From an optimization exercise on the open Yosys and OpenROAD flow, aimed at small area; shortcuts taken in it are not production practice.
In this exercise RTL edits were held to simulation tests only and were not proved equivalent to the original.
No activity file was given, so power comes from the tool's default toggle rates.

run a:
==> flow/design.v <==
package mips_pkg;
  localparam logic [1:0] S_IDLE = 2'd0;
  localparam logic [1:0] S_WAIT = 2'd1;
  localparam logic [1:0] S_RESP = 2'd2;
  localparam int WORD_W = 32;
endpackage
module wait_counter (
  input  logic       clk,
  input  logic       rst_n,
  input  logic       load,
  input  logic [3:0] load_val,
  input  logic       en,
  output logic       done
);
  logic [3:0] cnt_q;
  logic [3:0] cnt_d;
  assign done = (cnt_q == 4'd0);
  always_comb begin
    cnt_d = cnt_q;
    if (load) begin
      cnt_d = load_val;
    end else if (en && !done) begin
      cnt_d = cnt_q - 4'd1;
    end
  end
  always_ff @(posedge clk or negedge rst_n) begin
    if (!rst_n) begin
      cnt_q <= 4'd0;
    end else begin
      cnt_q <= cnt_d;
    end
  end
endmodule
module dmr_aoi222 (
  input  logic a0, b0, a1, b1, a2, b2,
  output logic y
);
  assign y = ~((a0 & b0) | (a1 & b1) | (a2 & b2));
endmodule
module dmr_aoi22 (
  input  logic a0, b0, a1, b1,
  output logic y
);
  assign y = ~((a0 & b0) | (a1 & b1));
endmodule
module dmr_nand4 (
  input  logic a, b, c, d,
  output logic y
);
  assign y = ~(a & b & c & d);
endmodule
module dmr_or2 (
  input  logic a, b,
  output logic y
);
  assign y = a | b;
endmodule
module data_mem_responder #(
  parameter int DEPTH       = 64,
  parameter int WAIT_STATES = 2
) (
  input  logic              clk,
  input  logic              reset,
  input  logic              req,
  input  logic              MemWrite,
  input  logic [mips_pkg::WORD_W-1:0] A,
  input  logic [mips_pkg::WORD_W-1:0] WD,
  output logic [mips_pkg::WORD_W-1:0] RD,
  output logic              ready,
  output logic              addr_err
);
  localparam int IDX_W    = $clog2(DEPTH);
  localparam int W        = mips_pkg::WORD_W;
  localparam int PORT_GAP = 4;
  localparam int TAP_GAP  = 3;
  localparam int NTAP     = (DEPTH + TAP_GAP - 1) / TAP_GAP;
  logic [1:0]       ph_q;
  logic [IDX_W-1:0] rot_q;
  logic [IDX_W-1:0] idx_q;
  logic             mis_q, we_q, pend_q, cap_q;
  logic [W-1:0]     wd_q;
  logic [W-1:0]     rd_q;
  logic [DEPTH-1:0] vld_q;
  logic [W-1:0]     mem_q [DEPTH];
  logic             idle, acc, fwd, use_wd, tap_hit, rd_on, wsel, stsel;
  logic [IDX_W-1:0] ridx, rpos, ppos;
  logic [NTAP-1:0]  rsel;
  logic [W-1:0]     net;
  logic             unused;
  assign unused = ^{A[W-1:IDX_W+2]} ^ WAIT_STATES[0];
  assign idle = (ph_q == 2'd0);
  assign acc  = idle & req;
  assign ppos = idx_q + rot_q;
  assign ridx = idle ? A[IDX_W+1:2] : idx_q;
  assign rpos = ridx + rot_q;
  assign fwd  = pend_q & (A[IDX_W+1:2] == idx_q);
  always_ff @(posedge clk or negedge reset) begin
    if (!reset) begin
      ph_q   <= 2'd0;
      rot_q  <= '0;
      pend_q <= 1'b0;
    end else begin
      if (acc || !idle) ph_q <= ph_q + 2'd1;
      rot_q <= rot_q + 1'b1;
      if (acc)
        pend_q <= MemWrite & (A[1:0] == 2'b00);
      else if (ppos[1:0] == 2'(PORT_GAP - 1))
        pend_q <= 1'b0;
    end
  end
  always_ff @(posedge clk) begin
    if (idle) begin
      idx_q <= A[IDX_W+1:2];
      mis_q <= (A[1:0] != 2'b00);
      we_q  <= MemWrite;
    end
  end
  always_ff @(posedge clk or negedge reset) begin
    if (!reset) begin
      vld_q <= '0;
    end else begin
      for (int p = 0; p < DEPTH; p++) begin
        if (p % PORT_GAP == 0)
          vld_q[p] <= vld_q[(p + DEPTH - 1) % DEPTH] |
                      (pend_q && ppos == IDX_W'((p + DEPTH - 1) % DEPTH));
        else
          vld_q[p] <= vld_q[(p + DEPTH - 1) % DEPTH];
      end
    end
  end
  always_ff @(posedge clk) begin
    for (int p = 0; p < DEPTH; p++) begin
      if (p % PORT_GAP == 0 && pend_q && ppos == IDX_W'((p + DEPTH - 1) % DEPTH))
        mem_q[p] <= wd_q;
      else
        mem_q[p] <= mem_q[(p + DEPTH - 1) % DEPTH];
    end
  end
  assign stsel  = idle & MemWrite;
  assign use_wd = idle ? (fwd & ~MemWrite) : ((ph_q == 2'd3) | cap_q | we_q);
  assign rd_on  = !(ph_q == 2'd2 && mis_q);
  always_comb begin
    tap_hit = 1'b0;
    for (int k = 0; k < NTAP; k++) begin
      tap_hit = tap_hit | (rpos == IDX_W'(k * TAP_GAP));
      rsel[k] = rd_on && !use_wd && !stsel && vld_q[k * TAP_GAP] &&
                rpos == IDX_W'(k * TAP_GAP);
    end
  end
  assign wsel = rd_on & use_wd;
  logic [NTAP+1:0] ns;
  logic [W-1:0]    nd [NTAP+2];
  always_comb begin
    for (int k = 0; k < NTAP; k++) begin
      ns[k] = rsel[k];
      nd[k] = mem_q[k * TAP_GAP];
    end
    ns[NTAP]   = wsel;
    nd[NTAP]   = wd_q;
    ns[NTAP+1] = stsel;
    nd[NTAP+1] = WD;
  end
  for (genvar b = 0; b < W; b++) begin : g_rd
    logic [7:0] t;
    logic [1:0] u;
    for (genvar g = 0; g < 8; g++) begin : g_grp
      dmr_aoi222 u_aoi (
        .a0(ns[3*g]),   .b0(nd[3*g][b]),
        .a1(ns[3*g+1]), .b1(nd[3*g+1][b]),
        .a2(ns[3*g+2]), .b2(nd[3*g+2][b]),
        .y (t[g])
      );
    end
    dmr_nand4 u_n0 (.a(t[0]), .b(t[1]), .c(t[2]), .d(t[3]), .y(u[0]));
    dmr_nand4 u_n1 (.a(t[4]), .b(t[5]), .c(t[6]), .d(t[7]), .y(u[1]));
    dmr_or2   u_or (.a(u[0]), .b(u[1]), .y(net[b]));
  end
  always_ff @(posedge clk) begin
    wd_q <= net;
    if (idle) begin
      cap_q <= fwd | tap_hit;
    end else if (ph_q == 2'd1) begin
      cap_q <= cap_q | tap_hit;
    end
  end
  always_ff @(posedge clk or negedge reset) begin
    if (!reset) begin
      rd_q <= '0;
    end else if (ph_q == 2'd2) begin
      rd_q <= net;
    end
  end
  assign RD       = rd_q;
  assign ready    = (ph_q == 2'd3);
  assign addr_err = ready & mis_q;
endmodule
export LEC_CHECK = 0
export CAP_MARGIN = 20
export CORE_MARGIN = 2
export CORE_UTILIZATION = 50
export CTS_BUF_LIST = sky130_fd_sc_hd__clkbuf_8
export CTS_CLUSTER_DIAMETER = 50
export CTS_CLUSTER_SIZE = 18
export PLACE_DENSITY = 0.6
export SLEW_MARGIN = 20
export SYNTH_HIERARCHICAL = 1
create_clock -name core_clock -period 6.5 [get_ports {clk}]
standard.sh (not shown) runs the stock make flow with config.mk's settings and CLKGATE_MAP_FILE= SYNTH_SCRIPT=/design/flow/synth_recipe.tcl, a recipe that flattens the netlist after the stock synthesis.
==> flow/flow/run.sh <==
#!/bin/bash
# The standard layout, with two changes: the clock tree is built without
# dummy loads (one level of sink clusters, small buffers above them), and
# the ports are buffered with a small buffer.
set -euo pipefail
cd "$(dirname "$0")/.."
bash standard.sh \
  "CTS_ARGS=-sink_clustering_enable -repair_clock_nets -buf_list sky130_fd_sc_hd__clkbuf_8 -tree_buf sky130_fd_sc_hd__clkbuf_4 -sink_clustering_size 18 -sink_clustering_max_diameter 50 -sink_clustering_levels 1 -dont_use_dummy_load" \
  "BUFFER_PORTS_ARGS=-buffer_cell sky130_fd_sc_hd__buf_2" \
  finish > standard.log 2>&1
For run b, these inputs were changed with respect to run a:
# run a
export LEC_CHECK = 0
export CAP_MARGIN = 20
export CORE_MARGIN = 2
export CORE_UTILIZATION = 50
export CTS_BUF_LIST = sky130_fd_sc_hd__clkbuf_8
export CTS_CLUSTER_DIAMETER = 50
export CTS_CLUSTER_SIZE = 18
export PLACE_DENSITY = 0.6
export SLEW_MARGIN = 20
export SYNTH_HIERARCHICAL = 1
create_clock -name core_clock -period 6.5 [get_ports {clk}]
# run b
export LEC_CHECK = 0
export CAP_MARGIN = 20
export CORE_MARGIN = 2
export CORE_UTILIZATION = 55
export CTS_BUF_LIST = sky130_fd_sc_hd__clkbuf_8
export CTS_CLUSTER_DIAMETER = 50
export CTS_CLUSTER_SIZE = 18
export PLACE_DENSITY = 0.65
export SLEW_MARGIN = 20
export SYNTH_HIERARCHICAL = 1
create_clock -name core_clock -period 6.5 [get_ports {clk}]
diff --git a/flow/flow/run.sh b/flow/flow/run.sh
--- a/flow/flow/run.sh
+++ b/flow/flow/run.sh
@@ -7,4 +7,4 @@
 bash standard.sh \
   "CTS_ARGS=-sink_clustering_enable -repair_clock_nets -buf_list sky130_fd_sc_hd__clkbuf_8 -tree_buf sky130_fd_sc_hd__clkbuf_4 -sink_clustering_size 18 -sink_clustering_max_diameter 50 -sink_clustering_levels 1 -dont_use_dummy_load" \
-  "BUFFER_PORTS_ARGS=-buffer_cell sky130_fd_sc_hd__buf_2" \
+  "BUFFER_PORTS_ARGS=-buffer_cell sky130_fd_sc_hd__buf_1" \
   finish > standard.log 2>&1
==> results.txt <==
Taking run a as the reference, in run b final setup violation count was more or less identical; non-filler instance count after layout went down by 2.8%; placeable core region went down by 9.2%.
| portion of total power attributed to the clock network | higher: run a |
Run a has higher global-route wire length before repair than run b.

build 15:
Another version of the RTL of data_mem_responder (not shown whole).
Size in the first run: roughly 3500 cells after synthesis, ~2200 flip-flops, about 100 I/O pins, roughly 56000 um2 of cells after synthesis.
clock: 6.5 ns
lec_check: 0
cap_margin: 5
core_margin: 2
core_utilization: 50
cts_buf_list: sky130_fd_sc_hd__clkbuf_8
cts_cluster_diameter: 40
cts_cluster_size: 15
place_density: 0.6
slew_margin: 5
synth_hierarchical: 1
==> flow/flow/run.sh <==
#!/bin/bash
# The standard layout, with two changes: the clock tree is built without
# dummy loads, and the ports are buffered with a small buffer.
set -euo pipefail
cd "$(dirname "$0")/.."
bash standard.sh \
  "CTS_ARGS=-sink_clustering_enable -repair_clock_nets -buf_list sky130_fd_sc_hd__clkbuf_8 -sink_clustering_size 15 -sink_clustering_max_diameter 40 -dont_use_dummy_load" \
  "BUFFER_PORTS_ARGS=-buffer_cell sky130_fd_sc_hd__buf_2" \
  finish > standard.log 2>&1
> inputs changed (build 15 -> trial 87)
# build 15
export LEC_CHECK = 0
export CAP_MARGIN = 5
export CORE_MARGIN = 2
export CORE_UTILIZATION = 50
export CTS_BUF_LIST = sky130_fd_sc_hd__clkbuf_8
export CTS_CLUSTER_DIAMETER = 40
export CTS_CLUSTER_SIZE = 15
export PLACE_DENSITY = 0.6
export SLEW_MARGIN = 5
export SYNTH_HIERARCHICAL = 1
create_clock -name core_clock -period 6.5 [get_ports {clk}]
# trial 87
export LEC_CHECK = 0
export CAP_MARGIN = 20
export CORE_MARGIN = 2
export CORE_UTILIZATION = 50
export CTS_BUF_LIST = sky130_fd_sc_hd__clkbuf_8
export CTS_CLUSTER_DIAMETER = 40
export CTS_CLUSTER_SIZE = 15
export PLACE_DENSITY = 0.6
export SLEW_MARGIN = 20
export SYNTH_HIERARCHICAL = 1
create_clock -name core_clock -period 6.5 [get_ports {clk}]
Share of the clock period used by the worst path after layout: build 15 vs trial 87 identical. Trial 87 went all the way through the flow, and no timing, DRC or antenna check failed. Taking build 15 as the reference, in trial 87 power has remained practically unchanged, share of the synthesized netlist area taken by xor and xnor gates has remained practically unchanged, non-clock buffer count in the final layout has remained practically unchanged.

-- afterwards: timing with drivers on the ports --
The flow's constraints put no driver on any port. The routed layouts listed below were extracted and timed again, unchanged, in two steps. Step 1 (the two cells are an assumption about what drives the block):
set clk [get_ports {clk}]
set_driving_cell -lib_cell sky130_fd_sc_hd__clkbuf_16 $clk
set_driving_cell -lib_cell sky130_fd_sc_hd__buf_2 [delete_from_list [all_inputs] $clk]
Step 2 adds t to the input delays and takes it off the output delays; t is the mean of the earliest and latest rising clock arrival at the registers after step 1. Input paths then give back, and output paths get back, about the clock's delay inside the block. Three values: ideal, step 1, step 2; two values: the first two.
run	shift t [ns]	setup slack, ns	worst register clock-pin slew, ns
run a	0.944	1.177 / 1.177 / 0.802	0.11 / 0.11
run b	0.912	1.239 / 1.239 / 0.928	0.11 / 0.11
build 15	0.897	1.375 / 1.375 / 0.989	0.09 / 0.09
trial 87	0.897	1.375 / 1.375 / 0.989	0.09 / 0.09
After both steps setup and hold are still met in every run listed.
